Context: an optimization exercise on an open-source flow, tuned for small area, a short achievable clock period and few clock cycles. The choices shown serve that exercise and are no tape-out recipe.
No functional check of the RTL was part of any run shown here.
Power is estimated from default activity; no workload was simulated.

## flow/design.v (module list and top-level ports; edited modules follow where they fit)
// module MacPipe: 1526 lines
// module ProcessingElement: 289 lines
module ProcessingElement #(
    parameter int MaxFiltW = PECfg::DefMaxFiltW,
    parameter int MaxOutW  = PECfg::DefMaxOutW,
    parameter int MaxCh    = PECfg::DefMaxCh
) (
    input  logic                         i_clk,
    input  logic                         i_rstN,
    input  logic                         i_start,
    input  logic [$clog2(MaxFiltW+1)-1:0] i_filtW,
    input  logic [$clog2(MaxOutW+1)-1:0]  i_outW,
    input  logic [$clog2(MaxCh+1)-1:0]    i_numCh,
    input  logic                         i_ipixValid,
    input  PECfg::Pix                    i_ipix,
    input  logic                         i_wpixValid,
    input  PECfg::Pix                    i_wpix,
    output logic                         o_fwdValid,
    output PECfg::Pix                    o_fwdPix,
    output logic                         o_psumValid,
    output PECfg::Psum                   o_psum,
    output logic                         o_done
);
  // ...
==> flow/flow/run.sh <==
#!/bin/bash
# The standard ORFS layout, except that the ports get a plain buffer
# (buf_2) instead of the delay cell buffer_ports picks by default, and timing
# repair aims for a little more setup slack than config.mk may ask for.
set -euo pipefail
cd "$(dirname "$0")/.."
bash standard.sh SETUP_SLACK_MARGIN=5.3 "BUFFER_PORTS_ARGS=-buffer_cell sky130_fd_sc_hd__buf_2" finish > standard_flow.log 2>&1
==> flow/standard.sh <==
#!/bin/bash
# synth_recipe.tcl (not shown) runs the flow's synth.tcl, then flattens the netlist and writes it again
# the make line also repeats each setting of config.mk as NAME=value (left out here)
make -C /OpenROAD-flow-scripts/flow DESIGN_CONFIG=/design/flow/config.mk WORK_HOME=/design/flow/orfs CLKGATE_MAP_FILE= SYNTH_SCRIPT=/design/flow/synth_recipe.tcl "${@:-finish}"
==> flow/config.mk <==
export PLATFORM = sky130hd
export DESIGN_NAME = ProcessingElement
export DESIGN_NICKNAME = ProcessingElement
export VERILOG_FILES = /design/flow/design.v
export SDC_FILE = /design/flow/constraint.sdc
export NUM_CORES = 4
export LEC_CHECK = 0
export CAP_MARGIN = 20
export CORE_MARGIN = 2
export CORE_UTILIZATION = 60
export SLEW_MARGIN = 20
==> flow/constraint.sdc <==
create_clock -name core_clock -period 8.0 [get_ports {i_clk}]
set_input_delay 1.6000 -clock core_clock [delete_from_list [all_inputs] [get_ports {i_clk}]]
set_output_delay 1.6000 -clock core_clock [all_outputs]
set_load 0.01 [all_outputs]
==> notes.md, run 1 <==
- The cell occurring most often along the worst timing path is sky130_fd_sc_hd__fa_2.
- At the end of the flow the core is filled with cells to 0.704.
- Of the total synthesized cell area, the portion taken by XOR and XNOR cells is 0.0140.
- The startpoint of the worst setup timing path is chain[602].
- The class of the tightest hold or removal check is register to register.
- The non-clock inverter total of the final layout is around 270.
- The critical path crosses 9 cells after its start point.
- The mean cell area of the mapped netlist is 16.5 sq um.
- In this run the most used layer during global routing was met2.
- In the final layout, the share of cells above drive strength 1 is 0.292.
- In this run the number of H-tree levels came out at 4.
- For this run, asynchronously set or reset flops after synthesis account for 0.
- The flow ran to the end and the layout has no timing, DRC or antenna violations.
- The most flop-heavy register is chain.
- The slew at the pin with the worst max-slew slack is 1040 ps.
- Of the total power, the share spent switching nets is 0.218.
- After clock tree synthesis, the clock-pin slew on the worst setup and hold paths is about 60 ps.
- The number of sequential storage elements is approximately 1300.
- The finished layout holds around 4600 standard cells, fillers aside.
- The clock tree root buffer cell is sky130_fd_sc_hd__clkbuf_16.
- Together, buffers and inverters on the worst path number 4.
- The final number of max-transition violations is 0.
- For this run, the register share of the synthesized area comes to 0.694.
- The number of fill cells is 5507.
- The launch instance of the worst min-delay path is mac0.r1_s365.
==> module ProcessingElement, before the edit <==
module ProcessingElement #(
    parameter int MaxFiltW = PECfg::DefMaxFiltW,
    parameter int MaxOutW  = PECfg::DefMaxOutW,
    parameter int MaxCh    = PECfg::DefMaxCh
) (
    input  logic                         i_clk,
    input  logic                         i_rstN,
    input  logic                         i_start,
    input  logic [$clog2(MaxFiltW+1)-1:0] i_filtW,
    input  logic [$clog2(MaxOutW+1)-1:0]  i_outW,
    input  logic [$clog2(MaxCh+1)-1:0]    i_numCh,
    input  logic                         i_ipixValid,
    input  PECfg::Pix                    i_ipix,
    input  logic                         i_wpixValid,
    input  PECfg::Pix                    i_wpix,
    output logic                         o_fwdValid,
    output PECfg::Pix                    o_fwdPix,
    output logic                         o_psumValid,
    output PECfg::Psum                   o_psum,
    output logic                         o_done
);
    localparam int NPix = 76;    
    localparam int NPs  = 16;    
    logic [1:0] cC1, cF1;
    logic [3:0] cW1;
    logic [4:0] cR1;
    logic       run;             
    logic       pMore, wMore;    
    logic [4:0] pI;
    logic [1:0] pCh;
    logic [1:0] wJ;              
    logic [2:0] wC;              
    logic [6:0] skipCnt;         
    logic       fwdValid, pTake;
    logic [7:0] fwdPix;
    logic       fb, rep, repFin;
    logic [NPix*8-1:0] chain;
    logic [127:0] wslot;
    logic [4:0] eI;
    logic [1:0] eCh;
    logic [7:0]  twR [4];
    logic        v1, z1, l1, v2, z2, l2, aV, aLast;
    logic [18:0] rowA, rowB, headNx;
    localparam int RW = 19;
    logic [NPs*RW-1:0] ring;
    logic [RW-1:0]     outSel;
    logic [4:0]  kFin, pend, dCnt, q;    
    logic        psumValid, dLastR, doneR;
    logic [19:0] outR;
    logic        drOK, drainNow, drRot, ringEn, engDone, finStep, lastDrain, ldNow;
    logic        ringEnR, qT, engDoneN;
    logic [4:0]  qN;
    logic startNow, accP, accW, pRowEnd, pLastR, wLastR, pMoreN, wMoreN;
    logic [4:0] pI_n;
    logic [1:0] pCh_n, wJ_n;
    logic [2:0] wC_n;
    assign startNow = i_start && !run;
    assign accP     = i_ipixValid && pMore;
    assign accW     = i_wpixValid && wMore;
    assign pRowEnd  = (pI == cR1);
    assign pMoreN   = pMore && !(accP && pLastR);
    assign wMoreN   = wMore && !(accW && wLastR);
    always_ff @(posedge i_clk) begin
        if (startNow) begin
            cC1 <= 2'(i_numCh - 3'd1);
            cF1 <= 2'(i_filtW - 3'd1);
            cW1 <= 4'(i_outW - 5'd1);
            cR1 <= i_outW + 5'(i_filtW) - 5'd2;
        end
    end
    always_comb begin
        pI_n  = pI;
        pCh_n = pCh;
        wJ_n  = wJ;
        wC_n  = wC;
        if (accP) begin
            pI_n  = pRowEnd ? 5'd0 : pI + 5'd1;
            pCh_n = pCh + 2'(pRowEnd);
        end
        if (accW) begin
            wJ_n = (wJ == 2'd0) ? cF1 : wJ - 2'd1;
            wC_n = wC + 3'(wJ == 2'd0);
        end
    end
    always_ff @(posedge i_clk) begin
        if (startNow) begin
            pI      <= '0;
            pCh     <= '0;
            wJ      <= 2'(i_filtW - 3'd1);
            wC      <= '0;
            pLastR  <= 1'b0;
            wLastR  <= (i_filtW == 3'd1) && (i_numCh == 3'd1);
        end else begin
            pI      <= pI_n;
            pCh     <= pCh_n;
            wJ      <= wJ_n;
            wC      <= wC_n;
            pLastR  <= (pI_n == cR1) && (pCh_n == cC1);
            wLastR  <= (wJ_n == 2'd0) && (wC_n == 3'(cC1));
        end
    end
    for (genvar k = 0; k < 16; k++) begin : g_wslot
        always_ff @(posedge i_clk) begin
            if (accW && {wC[1:0], wJ} == 4'(k)) wslot[8*k +: 8] <= i_wpix;
        end
    end
    logic       ldDone, repRot, evX, winFull, wOK, stepReq, step, eRowEnd;
    logic [7:0] X;
    assign ldDone  = run && !pMore && !wMore;
    assign repRot  = rep && !repFin;
    assign evX     = rep ? (repRot && skipCnt == 7'd0) : pTake;
    assign X       = rep ? chain[7:0] : fwdPix;
    assign winFull = (eI >= 5'(cF1));
    assign wOK     = (3'(eCh) < wC);
    assign stepReq = evX && winFull && (rep || !fb);
    assign step    = stepReq && (rep || wOK);
    assign eRowEnd = (eI == cR1);
    always_ff @(posedge i_clk) begin
        fwdPix <= i_ipix;
        if (!i_rstN) begin
            fwdValid <= 1'b0;
            pTake    <= 1'b0;
            run      <= 1'b0;
            pMore    <= 1'b0;
            wMore    <= 1'b0;
            fb       <= 1'b0;
            rep      <= 1'b0;
            repFin   <= 1'b0;
        end else begin
            fwdValid <= i_ipixValid;
            pTake    <= accP;
            if (startNow) begin
                run    <= 1'b1;
                pMore  <= 1'b1;
                wMore  <= 1'b1;
                fb     <= 1'b0;
                rep    <= 1'b0;
                repFin <= 1'b0;
            end else begin
                pMore <= pMoreN;
                wMore <= wMoreN;
                if (lastDrain) run <= 1'b0;
                if (stepReq && !rep && !wOK) fb <= 1'b1;
                if (ldDone && fb && !rep) rep <= 1'b1;
                if (rep && evX && eRowEnd && eCh == cC1) repFin <= 1'b1;
            end
        end
    end
    always_ff @(posedge i_clk) begin
        if (pTake || repRot) chain <= {X, chain[NPix*8-1:8]};
    end
    always_ff @(posedge i_clk) begin
        if (startNow) begin
            skipCnt <= 7'(NPix);
        end else if (pTake || (repRot && skipCnt != 7'd0)) begin
            skipCnt <= skipCnt - 7'd1;
        end
    end
    always_ff @(posedge i_clk) begin
        if (startNow || (ldDone && fb && !rep)) begin
            eI  <= '0;
            eCh <= '0;
        end else if (evX) begin
            eI  <= eRowEnd ? 5'd0 : eI + 5'd1;
            eCh <= eCh + 2'(eRowEnd);
        end
    end
    for (genvar j = 0; j < 4; j++) begin : g_tap
        always_ff @(posedge i_clk) begin
            twR[j] <= (step && 2'(j) <= cF1) ? wslot[8*(4*eCh + j) +: 8] : 8'd0;
        end
    end
    always_ff @(posedge i_clk) begin
        z1    <= (eCh == 2'd0);
        l1    <= (eCh == cC1);
        z2    <= z1;
        l2    <= l1;
        aLast <= l2;
        if (!i_rstN) begin
            v1 <= 1'b0;
            v2 <= 1'b0;
            aV <= 1'b0;
        end else begin
            v1 <= step;
            v2 <= v1;
            aV <= v2;
        end
    end
    MacPipe mac0 (
        .i_clk  (i_clk),
        .a0     (chain[75*8 +: 8]),
        .b0     (twR[0]),
        .a1     (chain[74*8 +: 8]),
        .b1     (twR[1]),
        .a2     (chain[73*8 +: 8]),
        .b2     (twR[2]),
        .a3     (chain[72*8 +: 8]),
        .b3     (twR[3]),
        .h      (headNx),
        .o_rowA (rowA),
        .o_rowB (rowB)
    );
    logic [RW-1:0] newv;
    assign drOK     = run && (kFin != 5'd0) && (q < 5'd6);
    assign ldNow    = (!pMore || (i_ipixValid && pLastR)) && (!wMore || (i_wpixValid && wLastR));
    assign drainNow = drOK && ldNow;
    assign drRot    = run && engDone;
    assign ringEn   = ringEnR;
    assign finStep  = aV && aLast;
    assign lastDrain = drainNow && (dCnt == 5'(cW1));
    assign headNx = (v2 && z2) ? 19'd0 : (ringEn ? ring[RW +: RW] : ring[0 +: RW]);
    assign newv   = rowA + rowB;
    for (genvar k = 0; k < NPs; k++) begin : g_ring
        if (k < 2 || k == NPs - 2) begin : g_shift
            always_ff @(posedge i_clk) begin
                if (ringEn) ring[RW*k +: RW] <= ring[RW*(k+1) +: RW];
            end
        end else if (k == NPs - 1) begin : g_tail
            always_ff @(posedge i_clk) begin
                if (ringEn) ring[RW*k +: RW] <= newv;
            end
        end else begin : g_mid
            always_ff @(posedge i_clk) begin
                if (ringEn) ring[RW*k +: RW] <= (cW1 <= 4'(k + 1)) ? ring[RW*(NPs-1) +: RW]
                                                                  : ring[RW*(k+1) +: RW];
            end
        end
    end
    always_ff @(posedge i_clk) begin
        if (startNow) begin
            engDone <= 1'b0;
            kFin <= '0;
            pend <= i_outW;
            dCnt <= '0;
            q    <= i_outW;
        end else if (ldDone && fb && !rep) begin
            engDone <= 1'b0;
            kFin <= '0;
            pend <= 5'(cW1) + 5'd1;
            dCnt <= '0;
            q    <= 5'(cW1) + 5'd1;
        end else begin
            if (finStep) pend <= pend - 5'd1;
            engDone <= engDoneN;
            kFin <= drainNow ? kFin + 5'(finStep) - 5'd1 : kFin + 5'(finStep);
            dCnt <= drainNow ? dCnt + 5'd1 : dCnt;
            q    <= qN;
        end
    end
    assign engDoneN = (pend == 5'd0) || (finStep && pend == 5'd1);
    assign qN       = drainNow ? q - 5'(finStep || drRot) + 5'd1 : q - 5'(finStep || drRot);
    always_ff @(posedge i_clk) begin
        if (!i_rstN || startNow || (ldDone && fb && !rep)) begin
            ringEnR <= 1'b0;
            qT      <= 1'b0;
        end else begin
            ringEnR <= v2 || (run && !lastDrain && engDoneN);
            qT      <= (qN == 5'(cW1));
        end
    end
    always_comb begin
        if (qT) outSel = ring[(NPs-1)*RW +: RW];
        else case (q[2:0])
            3'd0:    outSel = ring[0*RW +: RW];
            3'd1:    outSel = ring[1*RW +: RW];
            3'd2:    outSel = ring[2*RW +: RW];
            3'd3:    outSel = ring[3*RW +: RW];
            3'd4:    outSel = ring[4*RW +: RW];
            default: outSel = ring[5*RW +: RW];
        endcase
    end
    always_ff @(posedge i_clk) begin
        outR <= {outSel[RW-1] && outSel[RW-2:0] != '0, outSel};
        if (!i_rstN) begin
            psumValid <= 1'b0;
            dLastR    <= 1'b0;
            doneR     <= 1'b0;
        end else begin
            psumValid <= drainNow;
            dLastR    <= lastDrain;
            doneR     <= dLastR;
        end
    end
    assign o_fwdValid  = fwdValid;
    assign o_fwdPix    = fwdPix;
    assign o_psumValid = psumValid;
    assign o_psum      = outR;
    assign o_done      = doneR;
endmodule
==> run 2: changes to the inputs <==
--- a/flow/design.v
+++ b/flow/design.v
@@ -468,16 +468,102 @@
     logic s349, c350;
     logic s351, c352;
     logic s353, c354;
     logic s355, c356;
     logic s357, c358;
     logic s359, c360;
     logic s361, c362;
     logic s363, c364;
+    logic r1_s171;
+    logic r1_s287;
+    logic r1_c288;
+    logic r1_s289;
+    logic r1_s15;
+    logic r1_c290;
+    logic r1_s291;
+    logic r1_s293;
+    logic r1_c292;
+    logic r1_c294;
+    logic r1_s295;
+    logic r1_s297;
+    logic r1_s191;
+    logic r1_c296;
+    logic r1_c298;
+    logic r1_s299;
+    logic r1_s301;
+    logic r1_s303;
+    logic r1_c300;
+    logic r1_c302;
+    logic r1_c304;
+    logic r1_s305;
+    logic r1_s307;
+    logic r1_s309;
+    logic r1_s311;
+    logic r1_c306;
+    logic r1_c308;
+    logic r1_c310;
+    logic r1_c312;
+    logic r1_s313;
+    logic r1_s315;
+    logic r1_s317;
+    logic r1_s319;
+    logic r1_s227;
+    logic r1_c314;
+    logic r1_c316;
+    logic r1_c318;
+    logic r1_c320;
+    logic r1_s321;
+    logic r1_s323;
+    logic r1_s325;
+    logic r1_s327;
+    logic r1_s329;
+    logic r1_c322;
+    logic r1_c324;
+    logic r1_c326;
+    logic r1_c328;
+    logic r1_c330;
+    logic r1_s331;
+    logic r1_s333;
+    logic r1_s335;
+    logic r1_s337;
+    logic r1_s253;
+    logic r1_c332;
+    logic r1_c334;
+    logic r1_c336;
+    logic r1_c338;
+    logic r1_s339;
+    logic r1_s341;
+    logic r1_s343;
+    logic r1_s345;
+    logic r1_c340;
+    logic r1_c342;
+    logic r1_c344;
+    logic r1_c346;
+    logic r1_s347;
+    logic r1_s349;
+    logic r1_s351;
+    logic r1_pp_3_7_4;
+    logic r1_c348;
+    logic r1_c350;
+    logic r1_c352;
+    logic r1_s353;
+    logic r1_s355;
+    logic r1_s277;
+    logic r1_c354;
+    logic r1_c356;
+    logic r1_s357;
+    logic r1_s359;
+    logic r1_c358;
+    logic r1_c360;
+    logic r1_s361;
+    logic r1_s285;
+    logic r1_c362;
+    logic r1_s363;
+    logic r1_c364;
     logic s365, c366;
     logic s367, c368;
     logic s369, c370;
     logic s371, c372;
     logic s373, c374;
     logic s375, c376;
     logic s377, c378;
     logic s379, c380;
@@ -496,79 +582,16 @@
     logic s405, c406;
     logic s407, c408;
     logic s409, c410;
     logic s411, c412;
     logic s413, c414;
     logic s415, c416;
     logic s417, c418;
     logic s419, c420;
-    logic r1_s171;
-    logic r1_s287;
-    logic r1_s365;
-    logic r1_c366;
-    logic r1_s367;
-    logic r1_c368;
-    logic r1_s369;
-    logic r1_s371;
-    logic r1_c370;
-    logic r1_c372;
-    logic r1_s373;
-    logic r1_s375;
-    logic r1_c374;
-    logic r1_c376;
-    logic r1_s377;
-    logic r1_s379;
-    logic r1_s311;
-    logic r1_c378;
-    logic r1_c380;
-    logic r1_s381;
-    logic r1_s383;
-    logic r1_s385;
-    logic r1_c382;
-    logic r1_c384;
-    logic r1_c386;
-    logic r1_s387;
-    logic r1_s389;
-    logic r1_s391;
-    logic r1_c388;
-    logic r1_c390;
-    logic r1_c392;
-    logic r1_s393;
-    logic r1_s395;
-    logic r1_s397;
-    logic r1_s253;
-    logic r1_c394;
-    logic r1_c396;
-    logic r1_c398;
-    logic r1_s399;
-    logic r1_s401;
-    logic r1_s403;
-    logic r1_c400;
-    logic r1_c402;
-    logic r1_c404;
-    logic r1_s405;
-    logic r1_s407;
-    logic r1_s409;
-    logic r1_c406;
-    logic r1_c408;
-    logic r1_c410;
-    logic r1_s411;
-    logic r1_s413;
-    logic r1_c412;
-    logic r1_c414;
-    logic r1_s415;
-    logic r1_s359;
-    logic r1_c416;
-    logic r1_s417;
-    logic r1_s285;
-    logic r1_c418;
-    logic r1_s419;
-    logic r1_c420;
-    logic r1_c364;
     logic s421, c422;
     logic s423, c424;
     logic s425, c426;
     logic s427, c428;
     logic s429, c430;
     logic s431, c432;
     logic s433, c434;
     logic s435, c436;
@@ -593,74 +616,80 @@
     logic s473, c474;
     logic s475, c476;
     logic s477, c478;
     logic s479, c480;
     logic s481, c482;
     logic s483, c484;
     logic s485, c486;
     logic s487, c488;
+    logic r2_r1_s171;
+    logic r2_h_0;
+    logic r2_r1_s287;
+    logic r2_h_1;
+    logic r2_s459;
+    logic r2_h_2;
+    logic r2_c460;
+    logic r2_s461;
+    logic r2_h_3;
+    logic r2_c462;
+    logic r2_s463;
+    logic r2_h_4;
+    logic r2_c464;
+    logic r2_s465;
+    logic r2_c466;
+    logic r2_s467;
+    logic r2_s423;
+    logic r2_c468;
+    logic r2_s469;
+    logic r2_s427;
+    logic r2_c470;
+    logic r2_s471;
+    logic r2_s431;
+    logic r2_c472;
+    logic r2_s473;
+    logic r2_s435;
+    logic r2_c474;
+    logic r2_s475;
+    logic r2_s439;
+    logic r2_c476;
+    logic r2_s477;
+    logic r2_s443;
+    logic r2_c478;
+    logic r2_s479;
+    logic r2_s447;
+    logic r2_c480;
+    logic r2_s481;
+    logic r2_s451;
+    logic r2_c482;
+    logic r2_s483;
+    logic r2_s455;
+    logic r2_c484;
+    logic r2_s485;
+    logic r2_c486;
+    logic r2_s487;
+    logic r2_c488;
+    logic r2_h_17;
+    logic r2_h_18;
     logic s489, c490;
     logic s491, c492;
     logic s493, c494;
     logic s495, c496;
     logic s497, c498;
     logic s499, c500;
     logic s501, c502;
     logic s503, c504;
     logic s505, c506;
     logic s507, c508;
     logic s509, c510;
     logic s511, c512;
     logic s513, c514;
     logic s515, c516;
     logic s517, c518;
     logic s519, c520;
-    logic s521, c522;
-    logic s523, c524;
-    logic s525, c526;
-    logic s527, c528;
-    logic s529, c530;
-    logic r2_r1_s171;
-    logic r2_h_0;
-    logic r2_r1_s287;
-    logic r2_h_1;
-    logic r2_r1_s365;
-    logic r2_h_2;
-    logic r2_s499;
-    logic r2_c500;
-    logic r2_s501;
-    logic r2_c502;
-    logic r2_s503;
-    logic r2_c504;
-    logic r2_s505;
-    logic r2_c506;
-    logic r2_s507;
-    logic r2_c508;
-    logic r2_s509;
-    logic r2_c510;
-    logic r2_s511;
-    logic r2_c512;
-    logic r2_s513;
-    logic r2_c514;
-    logic r2_s515;
-    logic r2_c516;
-    logic r2_s517;
-    logic r2_c518;
-    logic r2_s519;
-    logic r2_c520;
-    logic r2_s521;
-    logic r2_c522;
-    logic r2_s523;
-    logic r2_c524;
-    logic r2_s525;
-    logic r2_c526;
-    logic r2_s527;
-    logic r2_c528;
-    logic r2_s529;
     assign pp_0_0_0 = a0[0] & b0[0];
     assign pp_0_0_1 = a0[0] & b0[1];
     assign pp_0_0_2 = a0[0] & b0[2];
     assign pp_0_0_3 = a0[0] & b0[3];
     assign pp_0_0_4 = a0[0] & b0[4];
     assign pp_0_0_5 = a0[0] & b0[5];
     assign pp_0_0_6 = a0[0] & b0[6];
     assign pp_0_0_7 = ~(a0[0] & b0[7]);
@@ -1271,286 +1300,310 @@
     assign s357 = c274 ^ c276 ^ c278;
     assign c358 = (c274 & c276) | (c278 & (c274 ^ c276));
     assign s359 = s279 ^ s281 ^ s167;
     assign c360 = (s279 & s281) | (s167 & (s279 ^ s281));
     assign s361 = c280 ^ c282 ^ s283;
     assign c362 = (c280 & c282) | (s283 & (c280 ^ c282));
     assign s363 = c284 ^ c286 ^ c170;
     assign c364 = (c284 & c286) | (c170 & (c284 ^ c286));
-    assign s365 = c288 ^ s289 ^ s15;
-    assign c366 = (c288 & s289) | (s15 & (c288 ^ s289));
-    assign s367 = c290 ^ s291 ^ s293;
-    assign c368 = (c290 & s291) | (s293 & (c290 ^ s291));
-    assign s369 = c292 ^ c294 ^ s295;
-    assign c370 = (c292 & c294) | (s295 & (c292 ^ c294));
-    assign s371 = s297 ^ s191;
-    assign c372 = s297 & s191;
-    assign s373 = c296 ^ c298 ^ s299;
-    assign c374 = (c296 & c298) | (s299 & (c296 ^ c298));
-    assign s375 = s301 ^ s303;
-    assign c376 = s301 & s303;
-    assign s377 = c300 ^ c302 ^ c304;
-    assign c378 = (c300 & c302) | (c304 & (c300 ^ c302));
-    assign s379 = s305 ^ s307 ^ s309;
-    assign c380 = (s305 & s307) | (s309 & (s305 ^ s307));
-    assign s381 = c306 ^ c308 ^ c310;
-    assign c382 = (c306 & c308) | (c310 & (c306 ^ c308));
-    assign s383 = c312 ^ s313 ^ s315;
-    assign c384 = (c312 & s313) | (s315 & (c312 ^ s313));
-    assign s385 = s317 ^ s319 ^ s227;
-    assign c386 = (s317 & s319) | (s227 & (s317 ^ s319));
-    assign s387 = c314 ^ c316 ^ c318;
-    assign c388 = (c314 & c316) | (c318 & (c314 ^ c316));
-    assign s389 = c320 ^ s321 ^ s323;
-    assign c390 = (c320 & s321) | (s323 & (c320 ^ s321));
-    assign s391 = s325 ^ s327 ^ s329;
-    assign c392 = (s325 & s327) | (s329 & (s325 ^ s327));
-    assign s393 = c322 ^ c324 ^ c326;
-    assign c394 = (c322 & c324) | (c326 & (c322 ^ c324));
-    assign s395 = c328 ^ c330 ^ s331;
-    assign c396 = (c328 & c330) | (s331 & (c328 ^ c330));
-    assign s397 = s333 ^ s335 ^ s337;
-    assign c398 = (s333 & s335) | (s337 & (s333 ^ s335));
-    assign s399 = c332 ^ c334 ^ c336;
-    assign c400 = (c332 & c334) | (c336 & (c332 ^ c334));
-    assign s401 = c338 ^ s339 ^ s341;
-    assign c402 = (c338 & s339) | (s341 & (c338 ^ s339));
-    assign s403 = s343 ^ s345;
-    assign c404 = s343 & s345;
-    assign s405 = c340 ^ c342 ^ c344;
-    assign c406 = (c340 & c342) | (c344 & (c340 ^ c342));
-    assign s407 = c346 ^ s347 ^ s349;
-    assign c408 = (c346 & s347) | (s349 & (c346 ^ s347));
-    assign s409 = s351 ^ pp_3_7_4;
-    assign c410 = s351 & pp_3_7_4;
-    assign s411 = c348 ^ c350 ^ c352;
-    assign c412 = (c348 & c350) | (c352 & (c348 ^ c350));
-    assign s413 = s353 ^ s355 ^ s277;
-    assign c414 = (s353 & s355) | (s277 & (s353 ^ s355));
-    assign s415 = c354 ^ c356 ^ s357;
-    assign c416 = (c354 & c356) | (s357 & (c354 ^ c356));
-    assign s417 = c358 ^ c360 ^ s361;
-    assign c418 = (c358 & c360) | (s361 & (c358 ^ c360));
-    assign s419 = c362 ^ s363;
-    assign c420 = c362 & s363;
-    assign s421 = r1_c382 ^ r1_c384 ^ r1_c386;
-    assign c422 = (r1_c382 & r1_c384) | (r1_c386 & (r1_c382 ^ r1_c384));
-    assign s423 = r1_c388 ^ r1_c390 ^ r1_c392;
-    assign c424 = (r1_c388 & r1_c390) | (r1_c392 & (r1_c388 ^ r1_c390));
-    assign s425 = r1_s393 ^ r1_s395 ^ r1_s397;
-    assign c426 = (r1_s393 & r1_s395) | (r1_s397 & (r1_s393 ^ r1_s395));
-    assign s427 = r1_c394 ^ r1_c396 ^ r1_c398;
-    assign c428 = (r1_c394 & r1_c396) | (r1_c398 & (r1_c394 ^ r1_c396));
-    assign s429 = r1_s399 ^ r1_s401 ^ r1_s403;
-    assign c430 = (r1_s399 & r1_s401) | (r1_s403 & (r1_s399 ^ r1_s401));
-    assign s431 = r1_c400 ^ r1_c402 ^ r1_c404;
-    assign c432 = (r1_c400 & r1_c402) | (r1_c404 & (r1_c400 ^ r1_c402));
-    assign s433 = r1_s405 ^ r1_s407 ^ r1_s409;
-    assign c434 = (r1_s405 & r1_s407) | (r1_s409 & (r1_s405 ^ r1_s407));
-    assign s435 = r1_c406 ^ r1_c408 ^ r1_c410;
-    assign c436 = (r1_c406 & r1_c408) | (r1_c410 & (r1_c406 ^ r1_c408));
-    assign s437 = r1_c370 ^ r1_c372 ^ r1_s373;
-    assign c438 = (r1_c370 & r1_c372) | (r1_s373 & (r1_c370 ^ r1_c372));
-    assign s439 = r1_c374 ^ r1_c376 ^ r1_s377;
-    assign c440 = (r1_c374 & r1_c376) | (r1_s377 & (r1_c374 ^ r1_c376));
-    assign s441 = r1_s379 ^ r1_s311 ^ h[6];
-    assign c442 = (r1_s379 & r1_s311) | (h[6] & (r1_s379 ^ r1_s311));
-    assign s443 = r1_c378 ^ r1_c380 ^ r1_s381;
-    assign c444 = (r1_c378 & r1_c380) | (r1_s381 & (r1_c378 ^ r1_c380));
-    assign s445 = r1_s383 ^ r1_s385 ^ h[7];
-    assign c446 = (r1_s383 & r1_s385) | (h[7] & (r1_s383 ^ r1_s385));
-    assign s447 = s421 ^ r1_s387 ^ r1_s389;
-    assign c448 = (s421 & r1_s387) | (r1_s389 & (s421 ^ r1_s387));
-    assign s449 = r1_s391 ^ h[8];
-    assign c450 = r1_s391 & h[8];
-    assign s451 = c422 ^ s423 ^ s425;
-    assign c452 = (c422 & s423) | (s425 & (c422 ^ s423));
-    assign s453 = r1_s253 ^ h[9];
-    assign c454 = r1_s253 & h[9];
-    assign s455 = c424 ^ c426 ^ s427;
-    assign c456 = (c424 & c426) | (s427 & (c424 ^ c426));
-    assign s457 = s429 ^ h[10];
-    assign c458 = s429 & h[10];
-    assign s459 = c428 ^ c430 ^ s431;
-    assign c460 = (c428 & c430) | (s431 & (c428 ^ c430));
-    assign s461 = s433 ^ h[11];
-    assign c462 = s433 & h[11];
-    assign s463 = c432 ^ c434 ^ s435;
-    assign c464 = (c432 & c434) | (s435 & (c432 ^ c434));
-    assign s465 = r1_s411 ^ r1_s413 ^ h[12];
-    assign c466 = (r1_s411 & r1_s413) | (h[12] & (r1_s411 ^ r1_s413));
-    assign s467 = c436 ^ r1_c412 ^ r1_c414;
-    assign c468 = (c436 & r1_c412) | (r1_c414 & (c436 ^ r1_c412));
-    assign s469 = r1_s415 ^ r1_s359 ^ h[13];
-    assign c470 = (r1_s415 & r1_s359) | (h[13] & (r1_s415 ^ r1_s359));
-    assign s471 = r1_c416 ^ r1_s417 ^ r1_s285;
-    assign c472 = (r1_c416 & r1_s417) | (r1_s285 & (r1_c416 ^ r1_s417));
-    assign s473 = r1_c368 ^ r1_s369 ^ r1_s371;
-    assign c474 = (r1_c368 & r1_s369) | (r1_s371 & (r1_c368 ^ r1_s369));
-    assign s475 = s437 ^ r1_s375 ^ h[5];
-    assign c476 = (s437 & r1_s375) | (h[5] & (s437 ^ r1_s375));
-    assign s477 = c438 ^ s439 ^ s441;
-    assign c478 = (c438 & s439) | (s441 & (c438 ^ s439));
-    assign s479 = c440 ^ c442 ^ s443;
-    assign c480 = (c440 & c442) | (s443 & (c440 ^ c442));
-    assign s481 = c444 ^ c446 ^ s447;
-    assign c482 = (c444 & c446) | (s447 & (c444 ^ c446));
-    assign s483 = c448 ^ c450 ^ s451;
-    assign c484 = (c448 & c450) | (s451 & (c448 ^ c450));
-    assign s485 = c452 ^ c454 ^ s455;
-    assign c486 = (c452 & c454) | (s455 & (c452 ^ c454));
-    assign s487 = c456 ^ c458 ^ s459;
-    assign c488 = (c456 & c458) | (s459 & (c456 ^ c458));
-    assign s489 = c460 ^ c462 ^ s463;
-    assign c490 = (c460 & c462) | (s463 & (c460 ^ c462));
-    assign s491 = c464 ^ c466 ^ s467;
-    assign c492 = (c464 & c466) | (s467 & (c464 ^ c466));
-    assign s493 = c468 ^ c470 ^ s471;
-    assign c494 = (c468 & c470) | (s471 & (c468 ^ c470));
-    assign s495 = c472 ^ r1_c418 ^ r1_s419;
-    assign c496 = (c472 & r1_c418) | (r1_s419 & (c472 ^ r1_c418));
-    assign s497 = r1_c420 ^ r1_c364 ^ h[16];
-    assign c498 = (r1_c420 & r1_c364) | (h[16] & (r1_c420 ^ r1_c364));
-    assign s499 = r1_c366 ^ r1_s367 ^ h[3];
-    assign c500 = (r1_c366 & r1_s367) | (h[3] & (r1_c366 ^ r1_s367));
-    assign s501 = s473 ^ h[4];
-    assign c502 = s473 & h[4];
-    assign s503 = c474 ^ s475;
-    assign c504 = c474 & s475;
-    assign s505 = c476 ^ s477;
-    assign c506 = c476 & s477;
-    assign s507 = c478 ^ s479 ^ s445;
-    assign c508 = (c478 & s479) | (s445 & (c478 ^ s479));
-    assign s509 = c480 ^ s481 ^ s449;
-    assign c510 = (c480 & s481) | (s449 & (c480 ^ s481));
-    assign s511 = c482 ^ s483 ^ s453;
-    assign c512 = (c482 & s483) | (s453 & (c482 ^ s483));
-    assign s513 = c484 ^ s485 ^ s457;
-    assign c514 = (c484 & s485) | (s457 & (c484 ^ s485));
-    assign s515 = c486 ^ s487 ^ s461;
-    assign c516 = (c486 & s487) | (s461 & (c486 ^ s487));
-    assign s517 = c488 ^ s489 ^ s465;
-    assign c518 = (c488 & s489) | (s465 & (c488 ^ s489));
-    assign s519 = c490 ^ s491 ^ s469;
-    assign c520 = (c490 & s491) | (s469 & (c490 ^ s491));
-    assign s521 = c492 ^ s493 ^ h[14];
-    assign c522 = (c492 & s493) | (h[14] & (c492 ^ s493));
-    assign s523 = c494 ^ s495 ^ h[15];
-    assign c524 = (c494 & s495) | (h[15] & (c494 ^ s495));
-    assign s525 = c496 ^ s497;
-    assign c526 = c496 & s497;
-    assign s527 = c498 ^ 1'b1 ^ h[17];
-    assign c528 = (c498 & 1'b1) | (h[17] & (c498 ^ 1'b1));
-    assign s529 = 1'b1 ^ h[18];
-    assign c530 = 1'b1 & h[18];
+    assign s365 = r1_c306 ^ r1_c308 ^ r1_c310;
+    assign c366 = (r1_c306 & r1_c308) | (r1_c310 & (r1_c306 ^ r1_c308));
+    assign s367 = r1_c314 ^ r1_c316 ^ r1_c318;
+    assign c368 = (r1_c314 & r1_c316) | (r1_c318 & (r1_c314 ^ r1_c316));
+    assign s369 = r1_c320 ^ r1_s321 ^ r1_s323;
+    assign c370 = (r1_c320 & r1_s321) | (r1_s323 & (r1_c320 ^ r1_s321));
+    assign s371 = r1_c322 ^ r1_c324 ^ r1_c326;
+    assign c372 = (r1_c322 & r1_c324) | (r1_c326 & (r1_c322 ^ r1_c324));
+    assign s373 = r1_c328 ^ r1_c330 ^ r1_s331;
+    assign c374 = (r1_c328 & r1_c330) | (r1_s331 & (r1_c328 ^ r1_c330));
+    assign s375 = r1_s333 ^ r1_s335 ^ r1_s337;
+    assign c376 = (r1_s333 & r1_s335) | (r1_s337 & (r1_s333 ^ r1_s335));
+    assign s377 = r1_c332 ^ r1_c334 ^ r1_c336;
+    assign c378 = (r1_c332 & r1_c334) | (r1_c336 & (r1_c332 ^ r1_c334));
+    assign s379 = r1_c338 ^ r1_s339 ^ r1_s341;
+    assign c380 = (r1_c338 & r1_s339) | (r1_s341 & (r1_c338 ^ r1_s339));
+    assign s381 = r1_c340 ^ r1_c342 ^ r1_c344;
+    assign c382 = (r1_c340 & r1_c342) | (r1_c344 & (r1_c340 ^ r1_c342));
+    assign s383 = r1_c346 ^ r1_s347 ^ r1_s349;
+    assign c384 = (r1_c346 & r1_s347) | (r1_s349 & (r1_c346 ^ r1_s347));
+    assign s385 = r1_c348 ^ r1_c350 ^ r1_c352;
+    assign c386 = (r1_c348 & r1_c350) | (r1_c352 & (r1_c348 ^ r1_c350));
+    assign s387 = r1_c300 ^ r1_c302 ^ r1_c304;
+    assign c388 = (r1_c300 & r1_c302) | (r1_c304 & (r1_c300 ^ r1_c302));
+    assign s389 = s365 ^ r1_c312 ^ r1_s313;
+    assign c390 = (s365 & r1_c312) | (r1_s313 & (s365 ^ r1_c312));
+    assign s391 = r1_s315 ^ r1_s317 ^ r1_s319;
+    assign c392 = (r1_s315 & r1_s317) | (r1_s319 & (r1_s315 ^ r1_s317));
+    assign s393 = c366 ^ s367 ^ s369;
+    assign c394 = (c366 & s367) | (s369 & (c366 ^ s367));
+    assign s395 = r1_s325 ^ r1_s327 ^ r1_s329;
+    assign c396 = (r1_s325 & r1_s327) | (r1_s329 & (r1_s325 ^ r1_s327));
+    assign s397 = c368 ^ c370 ^ s371;
+    assign c398 = (c368 & c370) | (s371 & (c368 ^ c370));
+    assign s399 = s373 ^ s375 ^ r1_s253;
+    assign c400 = (s373 & s375) | (r1_s253 & (s373 ^ s375));
+    assign s401 = c372 ^ c374 ^ c376;
+    assign c402 = (c372 & c374) | (c376 & (c372 ^ c374));
+    assign s403 = s377 ^ s379 ^ r1_s343;
+    assign c404 = (s377 & s379) | (r1_s343 & (s377 ^ s379));
+    assign s405 = c378 ^ c380 ^ s381;
+    assign c406 = (c378 & c380) | (s381 & (c378 ^ c380));
+    assign s407 = s383 ^ r1_s351 ^ r1_pp_3_7_4;
+    assign c408 = (s383 & r1_s351) | (r1_pp_3_7_4 & (s383 ^ r1_s351));
+    assign s409 = c382 ^ c384 ^ s385;
+    assign c410 = (c382 & c384) | (s385 & (c382 ^ c384));
+    assign s411 = r1_s353 ^ r1_s355 ^ r1_s277;
+    assign c412 = (r1_s353 & r1_s355) | (r1_s277 & (r1_s353 ^ r1_s355));
+    assign s413 = c386 ^ r1_c354 ^ r1_c356;
+    assign c414 = (c386 & r1_c354) | (r1_c356 & (c386 ^ r1_c354));
+    assign s415 = r1_c292 ^ r1_c294 ^ r1_s295;
+    assign c416 = (r1_c292 & r1_c294) | (r1_s295 & (r1_c292 ^ r1_c294));
+    assign s417 = r1_c296 ^ r1_c298 ^ r1_s299;
+    assign c418 = (r1_c296 & r1_c298) | (r1_s299 & (r1_c296 ^ r1_c298));
+    assign s419 = r1_s301 ^ r1_s303 ^ h[5];
+    assign c420 = (r1_s301 & r1_s303) | (h[5] & (r1_s301 ^ r1_s303));
+    assign s421 = s387 ^ r1_s305 ^ r1_s307;
+    assign c422 = (s387 & r1_s305) | (r1_s307 & (s387 ^ r1_s305));
+    assign s423 = r1_s309 ^ r1_s311 ^ h[6];
+    assign c424 = (r1_s309 & r1_s311) | (h[6] & (r1_s309 ^ r1_s311));
+    assign s425 = c388 ^ s389 ^ s391;
+    assign c426 = (c388 & s389) | (s391 & (c388 ^ s389));
+    assign s427 = r1_s227 ^ h[7];
+    assign c428 = r1_s227 & h[7];
+    assign s429 = c390 ^ c392 ^ s393;
+    assign c430 = (c390 & c392) | (s393 & (c390 ^ c392));
+    assign s431 = s395 ^ h[8];
+    assign c432 = s395 & h[8];
+    assign s433 = c394 ^ c396 ^ s397;
+    assign c434 = (c394 & c396) | (s397 & (c394 ^ c396));
+    assign s435 = s399 ^ h[9];
+    assign c436 = s399 & h[9];
+    assign s437 = c398 ^ c400 ^ s401;
+    assign c438 = (c398 & c400) | (s401 & (c398 ^ c400));
+    assign s439 = s403 ^ r1_s345 ^ h[10];
+    assign c440 = (s403 & r1_s345) | (h[10] & (s403 ^ r1_s345));
+    assign s441 = c402 ^ c404 ^ s405;
+    assign c442 = (c402 & c404) | (s405 & (c402 ^ c404));
+    assign s443 = s407 ^ h[11];
+    assign c444 = s407 & h[11];
+    assign s445 = c406 ^ c408 ^ s409;
+    assign c446 = (c406 & c408) | (s409 & (c406 ^ c408));
+    assign s447 = s411 ^ h[12];
+    assign c448 = s411 & h[12];
+    assign s449 = c410 ^ c412 ^ s413;
+    assign c450 = (c410 & c412) | (s413 & (c410 ^ c412));
+    assign s451 = r1_s357 ^ r1_s359 ^ h[13];
+    assign c452 = (r1_s357 & r1_s359) | (h[13] & (r1_s357 ^ r1_s359));
+    assign s453 = c414 ^ r1_c358 ^ r1_c360;
+    assign c454 = (c414 & r1_c358) | (r1_c360 & (c414 ^ r1_c358));
+    assign s455 = r1_s361 ^ r1_s285 ^ h[14];
+    assign c456 = (r1_s361 & r1_s285) | (h[14] & (r1_s361 ^ r1_s285));
+    assign s457 = r1_c362 ^ r1_s363 ^ h[15];
+    assign c458 = (r1_c362 & r1_s363) | (h[15] & (r1_c362 ^ r1_s363));
+    assign s459 = r1_c288 ^ r1_s289 ^ r1_s15;
+    assign c460 = (r1_c288 & r1_s289) | (r1_s15 & (r1_c288 ^ r1_s289));
+    assign s461 = r1_c290 ^ r1_s291 ^ r1_s293;
+    assign c462 = (r1_c290 & r1_s291) | (r1_s293 & (r1_c290 ^ r1_s291));
+    assign s463 = s415 ^ r1_s297 ^ r1_s191;
+    assign c464 = (s415 & r1_s297) | (r1_s191 & (s415 ^ r1_s297));
+    assign s465 = c416 ^ s417 ^ s419;
+    assign c466 = (c416 & s417) | (s419 & (c416 ^ s417));
+    assign s467 = c418 ^ c420 ^ s421;
+    assign c468 = (c418 & c420) | (s421 & (c418 ^ c420));
+    assign s469 = c422 ^ c424 ^ s425;
+    assign c470 = (c422 & c424) | (s425 & (c422 ^ c424));
+    assign s471 = c426 ^ c428 ^ s429;
+    assign c472 = (c426 & c428) | (s429 & (c426 ^ c428));
+    assign s473 = c430 ^ c432 ^ s433;
+    assign c474 = (c430 & c432) | (s433 & (c430 ^ c432));
+    assign s475 = c434 ^ c436 ^ s437;
+    assign c476 = (c434 & c436) | (s437 & (c434 ^ c436));
+    assign s477 = c438 ^ c440 ^ s441;
+    assign c478 = (c438 & c440) | (s441 & (c438 ^ c440));
+    assign s479 = c442 ^ c444 ^ s445;
+    assign c480 = (c442 & c444) | (s445 & (c442 ^ c444));
+    assign s481 = c446 ^ c448 ^ s449;
+    assign c482 = (c446 & c448) | (s449 & (c446 ^ c448));
+    assign s483 = c450 ^ c452 ^ s453;
+    assign c484 = (c450 & c452) | (s453 & (c450 ^ c452));
+    assign s485 = c454 ^ c456 ^ s457;
+    assign c486 = (c454 & c456) | (s457 & (c454 ^ c456));
+    assign s487 = c458 ^ r1_c364 ^ h[16];
+    assign c488 = (c458 & r1_c364) | (h[16] & (c458 ^ r1_c364));
+    assign s489 = r2_c460 ^ r2_s461 ^ r2_h_3;
+    assign c490 = (r2_c460 & r2_s461) | (r2_h_3 & (r2_c460 ^ r2_s461));
+    assign s491 = r2_c462 ^ r2_s463 ^ r2_h_4;
+    assign c492 = (r2_c462 & r2_s463) | (r2_h_4 & (r2_c462 ^ r2_s463));
+    assign s493 = r2_c464 ^ r2_s465;
+    assign c494 = r2_c464 & r2_s465;
+    assign s495 = r2_c466 ^ r2_s467 ^ r2_s423;
+    assign c496 = (r2_c466 & r2_s467) | (r2_s423 & (r2_c466 ^ r2_s467));
+    assign s497 = r2_c468 ^ r2_s469 ^ r2_s427;
+    assign c498 = (r2_c468 & r2_s469) | (r2_s427 & (r2_c468 ^ r2_s469));
+    assign s499 = r2_c470 ^ r2_s471 ^ r2_s431;
+    assign c500 = (r2_c470 & r2_s471) | (r2_s431 & (r2_c470 ^ r2_s471));
+    assign s501 = r2_c472 ^ r2_s473 ^ r2_s435;
+    assign c502 = (r2_c472 & r2_s473) | (r2_s435 & (r2_c472 ^ r2_s473));
+    assign s503 = r2_c474 ^ r2_s475 ^ r2_s439;
+    assign c504 = (r2_c474 & r2_s475) | (r2_s439 & (r2_c474 ^ r2_s475));
+    assign s505 = r2_c476 ^ r2_s477 ^ r2_s443;
+    assign c506 = (r2_c476 & r2_s477) | (r2_s443 & (r2_c476 ^ r2_s477));
+    assign s507 = r2_c478 ^ r2_s479 ^ r2_s447;
+    assign c508 = (r2_c478 & r2_s479) | (r2_s447 & (r2_c478 ^ r2_s479));
+    assign s509 = r2_c480 ^ r2_s481 ^ r2_s451;
+    assign c510 = (r2_c480 & r2_s481) | (r2_s451 & (r2_c480 ^ r2_s481));
+    assign s511 = r2_c482 ^ r2_s483 ^ r2_s455;
+    assign c512 = (r2_c482 & r2_s483) | (r2_s455 & (r2_c482 ^ r2_s483));
+    assign s513 = r2_c484 ^ r2_s485;
+    assign c514 = r2_c484 & r2_s485;
+    assign s515 = r2_c486 ^ r2_s487;
+    assign c516 = r2_c486 & r2_s487;
+    assign s517 = r2_c488 ^ 1'b1 ^ r2_h_17;
+    assign c518 = (r2_c488 & 1'b1) | (r2_h_17 & (r2_c488 ^ 1'b1));
+    assign s519 = 1'b1 ^ r2_h_18;
+    assign c520 = 1'b1 & r2_h_18;
     always_ff @(posedge i_clk) begin
         r1_s171 <= s171;
         r1_s287 <= s287;
-        r1_s365 <= s365;
-        r1_c366 <= c366;
-        r1_s367 <= s367;
-        r1_c368 <= c368;
-        r1_s369 <= s369;
-        r1_s371 <= s371;
-        r1_c370 <= c370;
-        r1_c372 <= c372;
-        r1_s373 <= s373;
-        r1_s375 <= s375;
-        r1_c374 <= c374;
-        r1_c376 <= c376;
-        r1_s377 <= s377;
-        r1_s379 <= s379;
+        r1_c288 <= c288;
+        r1_s289 <= s289;
+        r1_s15 <= s15;
+        r1_c290 <= c290;
+        r1_s291 <= s291;
+        r1_s293 <= s293;
+        r1_c292 <= c292;
+        r1_c294 <= c294;
+        r1_s295 <= s295;
+        r1_s297 <= s297;
+        r1_s191 <= s191;
+        r1_c296 <= c296;
+        r1_c298 <= c298;
+        r1_s299 <= s299;
+        r1_s301 <= s301;
+        r1_s303 <= s303;
+        r1_c300 <= c300;
+        r1_c302 <= c302;
+        r1_c304 <= c304;
+        r1_s305 <= s305;
+        r1_s307 <= s307;
+        r1_s309 <= s309;
         r1_s311 <= s311;
-        r1_c378 <= c378;
-        r1_c380 <= c380;
-        r1_s381 <= s381;
-        r1_s383 <= s383;
-        r1_s385 <= s385;
-        r1_c382 <= c382;
-        r1_c384 <= c384;
-        r1_c386 <= c386;
-        r1_s387 <= s387;
-        r1_s389 <= s389;
-        r1_s391 <= s391;
-        r1_c388 <= c388;
-        r1_c390 <= c390;
-        r1_c392 <= c392;
-        r1_s393 <= s393;
-        r1_s395 <= s395;
-        r1_s397 <= s397;
+        r1_c306 <= c306;
+        r1_c308 <= c308;
+        r1_c310 <= c310;
+        r1_c312 <= c312;
+        r1_s313 <= s313;
+        r1_s315 <= s315;
+        r1_s317 <= s317;
+        r1_s319 <= s319;
+        r1_s227 <= s227;
+        r1_c314 <= c314;
+        r1_c316 <= c316;
+        r1_c318 <= c318;
+        r1_c320 <= c320;
+        r1_s321 <= s321;
+        r1_s323 <= s323;
+        r1_s325 <= s325;
+        r1_s327 <= s327;
+        r1_s329 <= s329;
+        r1_c322 <= c322;
+        r1_c324 <= c324;
+        r1_c326 <= c326;
+        r1_c328 <= c328;
+        r1_c330 <= c330;
+        r1_s331 <= s331;
+        r1_s333 <= s333;
+        r1_s335 <= s335;
+        r1_s337 <= s337;
         r1_s253 <= s253;
-        r1_c394 <= c394;
-        r1_c396 <= c396;
-        r1_c398 <= c398;
-        r1_s399 <= s399;
-        r1_s401 <= s401;
-        r1_s403 <= s403;
-        r1_c400 <= c400;
-        r1_c402 <= c402;
-        r1_c404 <= c404;
-        r1_s405 <= s405;
-        r1_s407 <= s407;
-        r1_s409 <= s409;
-        r1_c406 <= c406;
-        r1_c408 <= c408;
-        r1_c410 <= c410;
-        r1_s411 <= s411;
-        r1_s413 <= s413;
-        r1_c412 <= c412;
-        r1_c414 <= c414;
-        r1_s415 <= s415;
+        r1_c332 <= c332;
+        r1_c334 <= c334;
+        r1_c336 <= c336;
+        r1_c338 <= c338;
+        r1_s339 <= s339;
+        r1_s341 <= s341;
+        r1_s343 <= s343;
+        r1_s345 <= s345;
+        r1_c340 <= c340;
+        r1_c342 <= c342;
+        r1_c344 <= c344;
+        r1_c346 <= c346;
+        r1_s347 <= s347;
+        r1_s349 <= s349;
+        r1_s351 <= s351;
+        r1_pp_3_7_4 <= pp_3_7_4;
+        r1_c348 <= c348;
+        r1_c350 <= c350;
+        r1_c352 <= c352;
+        r1_s353 <= s353;
+        r1_s355 <= s355;
+        r1_s277 <= s277;
+        r1_c354 <= c354;
+        r1_c356 <= c356;
+        r1_s357 <= s357;
         r1_s359 <= s359;
-        r1_c416 <= c416;
-        r1_s417 <= s417;
+        r1_c358 <= c358;
+        r1_c360 <= c360;
+        r1_s361 <= s361;
         r1_s285 <= s285;
-        r1_c418 <= c418;
-        r1_s419 <= s419;
-        r1_c420 <= c420;
+        r1_c362 <= c362;
+        r1_s363 <= s363;
         r1_c364 <= c364;
         r2_r1_s171 <= r1_s171;
         r2_h_0 <= h[0];
         r2_r1_s287 <= r1_s287;
         r2_h_1 <= h[1];
-        r2_r1_s365 <= r1_s365;
+        r2_s459 <= s459;
         r2_h_2 <= h[2];
-        r2_s499 <= s499;
-        r2_c500 <= c500;
-        r2_s501 <= s501;
-        r2_c502 <= c502;
-        r2_s503 <= s503;
-        r2_c504 <= c504;
-        r2_s505 <= s505;
-        r2_c506 <= c506;
-        r2_s507 <= s507;
-        r2_c508 <= c508;
-        r2_s509 <= s509;
-        r2_c510 <= c510;
-        r2_s511 <= s511;
-        r2_c512 <= c512;
-        r2_s513 <= s513;
-        r2_c514 <= c514;
-        r2_s515 <= s515;
-        r2_c516 <= c516;
-        r2_s517 <= s517;
-        r2_c518 <= c518;
-        r2_s519 <= s519;
-        r2_c520 <= c520;
-        r2_s521 <= s521;
-        r2_c522 <= c522;
-        r2_s523 <= s523;
-        r2_c524 <= c524;
-        r2_s525 <= s525;
-        r2_c526 <= c526;
-        r2_s527 <= s527;
-        r2_c528 <= c528;
-        r2_s529 <= s529;
+        r2_c460 <= c460;
+        r2_s461 <= s461;
+        r2_h_3 <= h[3];
+        r2_c462 <= c462;
+        r2_s463 <= s463;
+        r2_h_4 <= h[4];
+        r2_c464 <= c464;
+        r2_s465 <= s465;
+        r2_c466 <= c466;
+        r2_s467 <= s467;
+        r2_s423 <= s423;
+        r2_c468 <= c468;
+        r2_s469 <= s469;
+        r2_s427 <= s427;
+        r2_c470 <= c470;
+        r2_s471 <= s471;
+        r2_s431 <= s431;
+        r2_c472 <= c472;
+        r2_s473 <= s473;
+        r2_s435 <= s435;
+        r2_c474 <= c474;
+        r2_s475 <= s475;
+        r2_s439 <= s439;
+        r2_c476 <= c476;
+        r2_s477 <= s477;
+        r2_s443 <= s443;
+        r2_c478 <= c478;
+        r2_s479 <= s479;
+        r2_s447 <= s447;
+        r2_c480 <= c480;
+        r2_s481 <= s481;
+        r2_s451 <= s451;
+        r2_c482 <= c482;
+        r2_s483 <= s483;
+        r2_s455 <= s455;
+        r2_c484 <= c484;
+        r2_s485 <= s485;
+        r2_c486 <= c486;
+        r2_s487 <= s487;
+        r2_c488 <= c488;
+        r2_h_17 <= h[17];
+        r2_h_18 <= h[18];
     end
-    assign o_rowA = {r2_c528, r2_c526, r2_c524, r2_c522, r2_c520, r2_c518, r2_c516, r2_c514, r2_c512, r2_c510, r2_c508, r2_c506, r2_c504, r2_c502, r2_c500, r2_s499, r2_r1_s365, r2_r1_s287, r2_r1_s171};
-    assign o_rowB = {r2_s529, r2_s527, r2_s525, r2_s523, r2_s521, r2_s519, r2_s517, r2_s515, r2_s513, r2_s511, r2_s509, r2_s507, r2_s505, r2_s503, r2_s501, 1'b0, r2_h_2, r2_h_1, r2_h_0};
+    assign o_rowA = {c518, c516, c514, c512, c510, c508, c506, c504, c502, c500, c498, c496, c494, c492, c490, s489, r2_s459, r2_r1_s287, r2_r1_s171};
+    assign o_rowB = {s519, s517, s515, s513, s511, s509, s507, s505, s503, s501, s499, s497, s495, s493, s491, 1'b0, r2_h_2, r2_h_1, r2_h_0};
 endmodule
 `timescale 1ns/1ps
 module ProcessingElement #(
     parameter int MaxFiltW = PECfg::DefMaxFiltW,
     parameter int MaxOutW  = PECfg::DefMaxOutW,
     parameter int MaxCh    = PECfg::DefMaxCh
 ) (
     input  logic                         i_clk,
@@ -1640,18 +1693,20 @@
             wC      <= '0;
             pLastR  <= 1'b0;
             wLastR  <= (i_filtW == 3'd1) && (i_numCh == 3'd1);
         end else begin
             pI      <= pI_n;
             pCh     <= pCh_n;
             wJ      <= wJ_n;
             wC      <= wC_n;
-            pLastR  <= (pI_n == cR1) && (pCh_n == cC1);
-            wLastR  <= (wJ_n == 2'd0) && (wC_n == 3'(cC1));
+            if (accP) pLastR <= pRowEnd ? (cR1 == 5'd0 && pCh + 2'd1 == cC1)
+                                        : (pI + 5'd1 == cR1 && pCh == cC1);
+            if (accW) wLastR <= (wJ == 2'd0) ? (cF1 == 2'd0 && wC + 3'd1 == 3'(cC1))
+                                             : (wJ == 2'd1 && wC == 3'(cC1));
         end
     end
     for (genvar k = 0; k < 16; k++) begin : g_wslot
         always_ff @(posedge i_clk) begin
             if (accW && {wC[1:0], wJ} == 4'(k)) wslot[8*k +: 8] <= i_wpix;
         end
     end
     logic       ldDone, repRot, evX, winFull, wOK, stepReq, step, eRowEnd;
==> run 2 against run 1 <==
Against the previous run: worst hold slack gained 9.5 ps; clock-buffer cell count shrank 3; utilization shrank 2.1 points; via count grew 0.55%; still clean on timing, DRC and antenna; largest power group unchanged; die area grew 2.4%; sequential power grew 3%; total power grew 2.9%; final area is essentially flat; non-clock buffer count shrank 81; critical endpoint is now o_fwdPix[3]; area after synthesis grew 2.4%; critical path type is now register to output port; routed wire length shrank 0.12%; sequential share of layout area grew 1.1 points.
==> notes.md, run 2 <==
- Run status: timing/DRC/antenna clean (unchanged).
- The number of H-tree branching levels is 4 (unchanged).
- The timing-limited maximum frequency is 0.347 GHz (was 0.331 GHz).
- The final number of max-transition violations is 0 (unchanged).
- The most common cell after layout, fill and taps aside is sky130_fd_sc_hd__edfxtp_1 (unchanged).
- The global-route met3 utilization came to 0.0436 (was 0.0443).
- The maximum clock skew at final layout was 23.4 ps (was 27.3 ps).
- The worst path buffer plus inverter count is 1 (was 4).
- The most numerous cell in the Yosys netlist is sky130_fd_sc_hd__edfxtp_1 (unchanged).
- The delay of the slowest cell on the worst path is 420 ps (was 530 ps).
- The DRC marker count from the first detailed-route iteration is 2051 (was 2081).
- The count of port buffers added during placement came to 62 (unchanged).
- The sequential fraction of the synthesis area is 0.691 (was 0.694).
- The final standard cell utilization of the core was 0.684 (was 0.704).
- The initial cell density of the core was 0.604 (was 0.608).
- The areal power density over the cells is 247 mW/mm^2 (was 240 mW/mm^2).
- The deepest clock path buffer count is 3 (unchanged).
- The cell count after synthesis is 3229 (was 3160).
- Largest registers: chain: 608 flops, ring: 304 flops, wslot: 128 flops (unchanged).
- The most used routing layer in global routing is met2 (unchanged).
- The internal cell power is 11.5 mW (was 11.3 mW).
- The number of nets at the end of the flow came to 3764 (was 3741).
- The mean cell area of the mapped netlist is 16.5 sq um (about the same).
- The share of total power in combinational logic is 0.070 (was 0.063).
- The count of final setup violators is 0 (unchanged).
- The aggregate negative setup slack is 0 ps (unchanged).
- The global-route met1 utilization is 0.338 (was 0.345).
- The class of the tightest hold or removal check is register to register (unchanged).
- Most frequent cells in the layout: sky130_fd_sc_hd__edfxtp_1 (1042), sky130_fd_sc_hd__inv_1 (302), sky130_fd_sc_hd__mux2_2 (256) (was sky130_fd_sc_hd__edfxtp_1 (1039), sky130_fd_sc_hd__mux2_2 (238), sky130_fd_sc_hd__nand2_1 (234)).
- The classification of the worst setup path was register to output port (was register to register).
- The number of antenna violations at the first check in global routing is 4 (was 3).
- The global-route wire length before repair is 159 mm (about the same).
- The standard cell core area was 0.0882 sq mm (was 0.0855 sq mm).
- The top cell type's share of synthesized area is 0.588 (was 0.600).
- The remaining number of nets flagged by the antenna check after routing is 0 (unchanged).
- The area growth from synthesis to layout is 13.3% (was 15.9%).
- The post-detailed-route DRC marker count was 0 (unchanged).
- The number of rows in the core area is 109 (was 107).
- The top-level I/O count is 63 (unchanged).
- The HPWL after detailed placement is 65.5 mm (was 63.2 mm).
- The top flip-flop cell by instance count after synthesis was sky130_fd_sc_hd__edfxtp_1 (unchanged).
- The die outline height is 302 um (was 298 um).
- The met2 demand-to-capacity share in global routing came to 0.353 (was 0.359).
- The pin count of the biggest net entering global routing is 97 (was 174).
- List of most frequent post-synthesis cells: sky130_fd_sc_hd__edfxtp_1 (1042), sky130_fd_sc_hd__inv_1 (305), sky130_fd_sc_hd__dfxtp_1 (275) (was sky130_fd_sc_hd__edfxtp_1 (1039), sky130_fd_sc_hd__inv_1 (269), sky130_fd_sc_hd__nand2_1 (260)).
- The final worst-path cycle share is 0.360 (was 0.377).
- The hold slack was 325 ps (was 316 ps).
- The critical path's slowest cell is sky130_fd_sc_hd__dfxtp_4 (was sky130_fd_sc_hd__fa_2).
- The clock group share of total power is 0.415 (was 0.421).
- Cell breakdown of the critical path: buf_6 (was buf_4, nand2_1, fa_2, fa_1, inv_1, fa_2, inv_2, fa_2, inv_1).
- The total nets after synthesis was 3576 (was 3507).
- The via count of the first global-routing pass is 27000 (was 26800).
- The total track usage is 0.232 (was 0.236).
- The total vias in the final route is 26100 (was 26000).
- The area occupied by multi-input gates was 0.0151 sq mm (was 0.0153 sq mm).
- The worst path required time was 6400 ps (was 8650 ps).
- The wire length reported by the detailed router came to 103 mm (about the same).
- The sort of element at the end of the critical path is an output port (was register).
- The number of flip-flops in the largest register is 608 (unchanged).
- The routed wirelength normalized by instance count is 21.9 um (was 22.1 um).
- The sequential cell area came to 0.0368 sq mm (was 0.0362 sq mm).
- Top cells by area in the synthesized netlist: sky130_fd_sc_hd__edfxtp_1 (59%), sky130_fd_sc_hd__dfxtp_1 (10%), sky130_fd_sc_hd__fa_1 (9.0%) (was sky130_fd_sc_hd__edfxtp_1 (60%), sky130_fd_sc_hd__dfxtp_1 (9.4%), sky130_fd_sc_hd__fa_1 (9.2%)).
- The top fanout value on the critical path was 2 (was 4).
- The cell type with the largest total area after synthesis is sky130_fd_sc_hd__edfxtp_1 (unchanged).
- The detailed-router iteration count before antenna repair is 6 (was 5).
- The post-detailed-placement cell area is 0.0549 sq mm (was 0.0539 sq mm).
- The shortest period the worst path allows came to 2880 ps (was 3020 ps).
- The switching part of the total power is 0.224 (was 0.218).
- The number of clock sinks came to 1317 (was 1283).
- The yosys synthesis warning count was 4 (unchanged).
- The worst relative slew slack is 0.463 (was 0.306).
- Setup repair after global routing missed its margin: true (unchanged).
- The fraction of layout instances using a drive strength above 1 is 0.204 (was 0.292).
- The last weighted congestion value of the routability-driven placer is 0.880 (was 0.881).
- The floorplan die area is 0.0912 sq mm (was 0.0891 sq mm).
- The die width is 302 um (was 298 um).
- The net load switching power came to 3.33 mW (was 3.15 mW).
- The relative contribution of sequential cells to total power is 0.514 (was 0.516).
- The post-synthesis instance area is 0.0533 sq mm (was 0.0520 sq mm).
- The final instance area is 0.0603 sq mm (about the same).
- The most flop-heavy register is chain (unchanged).
- The share of synthesized flip-flops with an asynchronous set or reset is 0 (unchanged).
- The leakage power is 22.1 nW (was 21.4 nW).
- The hold violation count in the final report is 0 (unchanged).
- The arrival time reported for the critical path endpoint is 1280 ps (was 3660 ps).
- The remaining global-route overflow is 0 (unchanged).
- The clock tree from TritonCTS is done (unchanged).
- The sort of element at the start of the critical path is a register (unchanged).
- The clock-pin slew on the worst setup and hold paths is 60 ps (about the same).
- The number of flops mapped to enable cells by yosys is 1042 (was 1039).
- The number of vias per cell after detailed routing is 5.57 (was 5.59).
- The number of buffers added by the clock tree synthesis step was 135 (was 132).
- The cell family with the largest share of critical-path delay is flip-flops (was adder cells).
- The total power of the final layout is 14.9 mW (was 14.5 mW).
- The clock tree root buffer cell was sky130_fd_sc_hd__clkbuf_16 (unchanged).
- The number of violations of the max-capacitance limit is 0 (unchanged).
- The slew at the pin with the worst max-slew slack was 805 ps (was 1040 ps).
- The post-synthesis cell type count was 70 (unchanged).
- The number of synthesized register bits came to 1317 (was 1283).
- The clock latency of the later-clocked register in the worst-skew pair is 740 ps (was 750 ps).
- The number of fill cells is 5913 (was 5507).
- The worst voltage drop across the vdd grid is 0.000234 V (was 0.000220 V).
==> run 2: cell types whose count changed in the layout (fill, tap and decap cells not counted), sizes merged, moves of 8 or more <==
| cell | before | now |
|---|---|---|
| and2 | 82 | 216 |
| nand2 | 260 | 154 |
| buf | 220 | 138 |
| inv | 275 | 319 |
| dfxtp | 244 | 275 |
| mux2i | 27 | 38 |
| nor3 | 19 | 28 |
| a21o | 19 | 11 |
| o221ai | 3 | 11 |
==> run 2: stage by stage <==
step | instances | setup slack, ps
2_1_floorplan | 3229 | 2860
3_3_place_gp | 4387 | 4340
3_5_place_dp | 4387 | 4240
4_1_cts | 4650 | 5050
5_1_grt | 4689 | 5060
6_report | 4690 | 5120
==> run 2: what timing repair did <==
item	CTS	global route
resized for setup	75	35
pin swaps	7	8
buffers inserted	15	38
hold buffers	0	0
cloned	4	1
setup endpoints to repair	602	350
==> run 2: kinds of logic (layout without fill, tap and decap cells) <==
group | count (synthesis) | in the layout | synth area share
mux | 328 | 328 | 0.0757
flops | 1317 | 1317 | 0.691
xor+xnor | 81 | 81 | 0.0133
simple gates | 606 | 607 | 0.0597
buf+inv | 398 | 691 | 0.0291
other cells | 0 | 1 | 0
fa+ha+maj | 315 | 315 | 0.108
compound gates | 184 | 185 | 0.0235
==> run 2: cell type report <==
type / count / share of cell area
clock buffer: 171 / 0.0613
tap: 1165 / 0.0242
antenna: 1 / 0.0000415
inverter: 306 / 0.0191
multi-input combinational: 1516 / 0.251
timing repair buffer: 141 / 0.0217
sequential: 1317 / 0.611
clock inverter: 73 / 0.0119
==> run 2: layer usage <==
metal  part of all wire  wire (um)
met4              0.032       3250
met5                  0          0
met3              0.058       5930
met2               0.46      47500
met1               0.45      45900
==> run 2: power by group through the flow <==
stage / registers, mW / clock network [mW] / logic, mW
finish: 7.65 / 6.18 / 1.05
global route: 7.67 / 6.59 / 1.15
CTS: 7.66 / 6.32 / 1.00
detailed placement: 7.80 / 0 / 0.923
global placement: 7.80 / 0 / 0.900
floorplan: 7.79 / 0 / 0.652
==> run 2: path summary, 6_finish.rpt <==
path / startpoint / to / slack, ps / cells after the start
setup / recovery: fwdPix[3] / o_fwdPix[3] / 5120 / 1
setup reg to reg: mac0.r2_c462 / ring[303] / 5320 / 10
hold reg to reg: l1 / l2 / 330 / 0
hold / removal: l1 / l2 / 330 / 0

[static timing again, ports no longer ideal]
How much do the figures lean on ideal ports? The routed layouts below were timed once more, with nothing changed but the port constraints.
Step 1 (the two cells are an assumption about what drives the block):
set clk [get_ports {i_clk}]
set_driving_cell -lib_cell sky130_fd_sc_hd__clkbuf_16 $clk
set_driving_cell -lib_cell sky130_fd_sc_hd__buf_2 [delete_from_list [all_inputs] $clk]
Step 2 also shifts input and output timing later by t, the mid clock arrival at the registers, as if the neighbouring blocks saw the same clock.
Three values: no drivers, after step 1, after step 2; two values: the first two.
run	t, ns	setup slack, ns	pins driven straight from the clock port
run 1	0.808	4.981 / 4.981 / 4.685	1
run 2	0.790	5.120 / 5.056 / 4.614	1
After both steps setup and hold are still met in every run listed. The setup slack of run 2, which loses most, moves by -0.064 ns with the drivers and by -0.506 ns with both steps.
